This design comes from an exercise in tuning for small area, a short achievable clock period and few clock cycles per item on the open sky130 flow, not from production work.
RTL that was checked went through simulation tests only; none was proved equivalent to the original.
Power is estimated from default activity; no workload was simulated.

run A:
==> flow/design.v <==
`timescale 1ns/1ps
module ifu #(
    parameter int REGREQ = 1     
) (
    input  logic         clk,
    input  logic         rst_n,
    input  logic         recovery_valid,
    input  logic [31:0]  recovery_pc,
    output logic         mem_req,
    output logic [31:0]  mem_addr,
    input  logic         mem_ack,
    input  logic [127:0] mem_data,
    input  logic         dispatch_ready,
    output logic         instr_valid,
    output logic [31:0]  instr_data,
    output logic [31:0]  instr_pc,
    output logic         instr_is_branch,
    output logic         instr_pred_taken,
    output logic [31:0]  instr_target
);
    logic        v;          
    logic        pb;         
    logic        nt;         
    logic        sk;         
    logic [31:0] d;
    logic [29:0] p;          
    logic        o_br, o_tk, o_j;
    logic [29:0] nx;
    logic        pr;         
    logic        en;         
    logic        armed;      
    logic [3:0]  lj, lb;
    always_comb begin
        for (int i = 0; i < 4; i++) begin
            lj[i] = (mem_data[32*i+26 +: 6] == 6'b000010);
            lb[i] = (mem_data[32*i+26 +: 6] == 6'b000100);
        end
    end
    logic        have;
    logic [31:0] w;
    logic        wj, wb, wbr, wtk;
    assign have = armed && mem_ack && !pr;
    assign w    = mem_data[nx[1:0]*32 +: 32];
    assign wj   = lj[nx[1:0]];
    assign wb   = lb[nx[1:0]];
    assign wbr  = wj || wb;
    assign wtk  = wj || (wb && w[15]);
    logic [29:0] off, sum;
    assign off = !pb ? 30'd1 : o_j ? {{4{d[25]}}, d[25:0]} : {{14{d[15]}}, d[15:0]};
    assign sum = nx + off;
    logic take, load, ok;
    assign take = !v || dispatch_ready;
    assign load = take && have && !pb && !nt && !sk;
    assign ok   = en && !pb && !nt && !sk && !pr;
    always_ff @(posedge clk or negedge rst_n) begin
        if (!rst_n) begin
            v  <= 1'b0;
            pb <= 1'b0;
            nt <= 1'b0;
            sk <= 1'b0;
            nx <= 30'd0;
            pr <= 1'b0;
        end else if (recovery_valid) begin
            v  <= 1'b0;
            pb <= 1'b0;
            nt <= 1'b0;
            sk <= 1'b0;
            pr <= 1'b1;
        end else if (pr) begin
            if (!armed || mem_ack) begin
                nx <= p;
                pr <= 1'b0;
            end
        end else if (pb) begin
            v  <= 1'b1;
            pb <= 1'b0;
            nt <= !o_tk;
            nx <= sum;
        end else if (nt) begin
            if (dispatch_ready) begin
                v  <= 1'b0;
                nt <= 1'b0;
                sk <= 1'b1;
                nx <= p;
            end
        end else if (sk) begin
            sk <= 1'b0;
            nx <= sum;
        end else if (take) begin
            v  <= have && !wbr;
            pb <= have && wbr;
            if (have)
                nx <= sum;
        end
    end
    always_ff @(posedge clk) begin
        if (recovery_valid)
            p <= recovery_pc[31:2];
        else if (load)
            p <= nx;
    end
    always_ff @(posedge clk) begin
        if (load) begin
            d    <= w;
            o_j  <= wj;
            o_br <= wbr;
            o_tk <= wtk;
        end
    end
    logic leave;
    assign leave = recovery_valid || pr || (load && (nx[1:0] == 2'd3 || wtk));
    always_ff @(posedge clk or negedge rst_n) begin
        if (!rst_n) begin
            en    <= 1'b0;
            armed <= 1'b0;
        end else begin
            en <= 1'b1;
            if (armed) begin
                if (mem_ack && leave)
                    armed <= 1'b0;
            end else if (REGREQ ? (!pb && !nt && !sk && !recovery_valid && !mem_ack) : (ok && !mem_ack)) begin
                armed <= 1'b1;
            end
        end
    end
    assign mem_req  = REGREQ ? armed : (armed || (ok && !mem_ack));
    assign mem_addr = {nx[29:2], 4'b0000};
    assign instr_valid      = v;
    assign instr_data       = d;
    assign instr_pc         = {p, 2'b00};
    assign instr_is_branch  = o_br;
    assign instr_pred_taken = o_tk;
    assign instr_target     = o_br ? {nx, 2'b00} : 32'd0;
endmodule
export LEC_CHECK = 0
export CAP_MARGIN = 20
export CORE_MARGIN = 2
export CORE_UTILIZATION = 40
export SETUP_SLACK_MARGIN = 5
export SLEW_MARGIN = 20
export TNS_END_PERCENT = 100
create_clock -name core_clock -period 8.0 [get_ports {clk}]
standard.sh (not shown) runs the stock make flow with config.mk's settings and CLKGATE_MAP_FILE= SYNTH_SCRIPT=/design/flow/synth_recipe.tcl, a recipe that flattens the netlist after the stock synthesis.
==> flow/flow/run.sh <==
#!/bin/bash
# Standard layout, with the port buffers made of the smallest plain buffer
# instead of the resizer's default choice.
set -euo pipefail
export BUFFER_PORTS_ARGS="-buffer_cell sky130_fd_sc_hd__buf_1"
bash standard.sh > flow_standard.log 2>&1
Testbench counts of run A, summed over its fixed seeds: cycles 248,297, items 64,895.
Input-level comparison between run B and run A:
--- a/flow/design.v
+++ b/flow/design.v
@@ -17,16 +17,15 @@
     output logic         instr_is_branch,
     output logic         instr_pred_taken,
     output logic [31:0]  instr_target
 );
     logic        v;          
     logic        pb;         
-    logic        nt;         
-    logic        sk;         
     logic [31:0] d;
     logic [29:0] p;          
+    logic [29:0] t;          
     logic        o_br, o_tk, o_j;
     logic [29:0] nx;
     logic        pr;         
     logic        en;         
     logic        armed;      
     logic [3:0]  lj, lb;
@@ -45,50 +44,41 @@
     assign wb   = lb[nx[1:0]];
     assign wbr  = wj || wb;
     assign wtk  = wj || (wb && w[15]);
     logic [29:0] off, sum;
     assign off = !pb ? 30'd1 : o_j ? {{4{d[25]}}, d[25:0]} : {{14{d[15]}}, d[15:0]};
     assign sum = nx + off;
-    logic take, load, ok;
+    logic take, load, busy;
     assign take = !v || dispatch_ready;
-    assign load = take && have && !pb && !nt && !sk;
-    assign ok   = en && !pb && !nt && !sk && !pr;
+    assign load = take && have && !pb;
+    assign busy = REGREQ ? (armed && !mem_ack) : (en && !mem_ack);
     always_ff @(posedge clk or negedge rst_n) begin
         if (!rst_n) begin
             v  <= 1'b0;
             pb <= 1'b0;
-            nt <= 1'b0;
-            sk <= 1'b0;
             nx <= 30'd0;
             pr <= 1'b0;
         end else if (recovery_valid) begin
             v  <= 1'b0;
             pb <= 1'b0;
-            nt <= 1'b0;
-            sk <= 1'b0;
-            pr <= 1'b1;
+            if (busy) begin
+                pr <= 1'b1;
+            end else begin
+                nx <= recovery_pc[31:2];
+                pr <= 1'b0;
+            end
         end else if (pr) begin
-            if (!armed || mem_ack) begin
+            if (mem_ack) begin
                 nx <= p;
                 pr <= 1'b0;
             end
         end else if (pb) begin
             v  <= 1'b1;
             pb <= 1'b0;
-            nt <= !o_tk;
-            nx <= sum;
-        end else if (nt) begin
-            if (dispatch_ready) begin
-                v  <= 1'b0;
-                nt <= 1'b0;
-                sk <= 1'b1;
-                nx <= p;
-            end
-        end else if (sk) begin
-            sk <= 1'b0;
-            nx <= sum;
+            if (o_tk)
+                nx <= sum;
         end else if (take) begin
             v  <= have && !wbr;
             pb <= have && wbr;
             if (have)
                 nx <= sum;
         end
@@ -103,32 +93,34 @@
         if (load) begin
             d    <= w;
             o_j  <= wj;
             o_br <= wbr;
             o_tk <= wtk;
         end
+        if (pb)
+            t <= sum;
     end
     logic leave;
     assign leave = recovery_valid || pr || (load && (nx[1:0] == 2'd3 || wtk));
     always_ff @(posedge clk or negedge rst_n) begin
         if (!rst_n) begin
             en    <= 1'b0;
             armed <= 1'b0;
         end else begin
             en <= 1'b1;
             if (armed) begin
                 if (mem_ack && leave)
                     armed <= 1'b0;
-            end else if (REGREQ ? (!pb && !nt && !sk && !recovery_valid && !mem_ack) : (ok && !mem_ack)) begin
+            end else if (en && !mem_ack) begin
                 armed <= 1'b1;
             end
         end
     end
-    assign mem_req  = REGREQ ? armed : (armed || (ok && !mem_ack));
+    assign mem_req  = REGREQ ? armed : (en && (armed || !mem_ack));
     assign mem_addr = {nx[29:2], 4'b0000};
     assign instr_valid      = v;
     assign instr_data       = d;
     assign instr_pc         = {p, 2'b00};
     assign instr_is_branch  = o_br;
     assign instr_pred_taken = o_tk;
-    assign instr_target     = o_br ? {nx, 2'b00} : 32'd0;
+    assign instr_target     = o_br ? {t, 2'b00} : 32'd0;
 endmodule
Findings:
The overall power of run B exceeds that of run A by 580 uW. Lower net switching power of the design was reported by run A, not run B. Run B vs run A: sequential cell count up. Run B vs run A: area of all sequential standard cells up in run B. | fraction of the mapped netlist area in compound gates | run B vs run A | 0.32 points lower |. In the tables for run B and run A, worst-case register-to-register setup slack reads lower with run A. Relative slew slack, run B and run A: lower on run B. Delta(hold slack, run B - run A) < 0. Relative to run A, number of antenna violations at the first check in global routing decreased by 3 in run B. Changes observed in run B relative to run A: area share of xor/xnor cells in the synthesized design +1.1 points, share of power burned in the clock network moved up, non-clock buffer count in the final layout rose 5.
No functional check of the RTL was part of run B.

## static timing again, ports no longer ideal
No port has a modelled driver above. Below, the same layouts with a new extraction and two added sets of constraints.
Step 1: set_driving_cell puts a clkbuf_16 on clk and a buf_2 on each other input, an assumption about the parent block.
Step 2 adds t to the input delays and takes it off the output delays; t is the mean of the earliest and latest rising clock arrival at the registers after step 1. Input paths then give back, and output paths get back, about the clock's delay inside the block.
a / b / c = ideal ports / drivers / drivers and shift; a / b = the first two.
| run | t (ns) | setup slack, ns | worst setup path at the end | worst slew at a driven data input, ns |
|---|---|---|---|---|
| run A | 0.401 | 4.956 / 4.933 / 4.659 | input to register | 0.09 |
| run B | 0.467 | 4.881 / 4.861 / 4.394 | input to register | 0.10 |
After both steps setup and hold are still met in every run listed. For run B, which loses most, drivers alone change the setup slack by -0.020 ns; drivers and shift together by -0.487 ns.
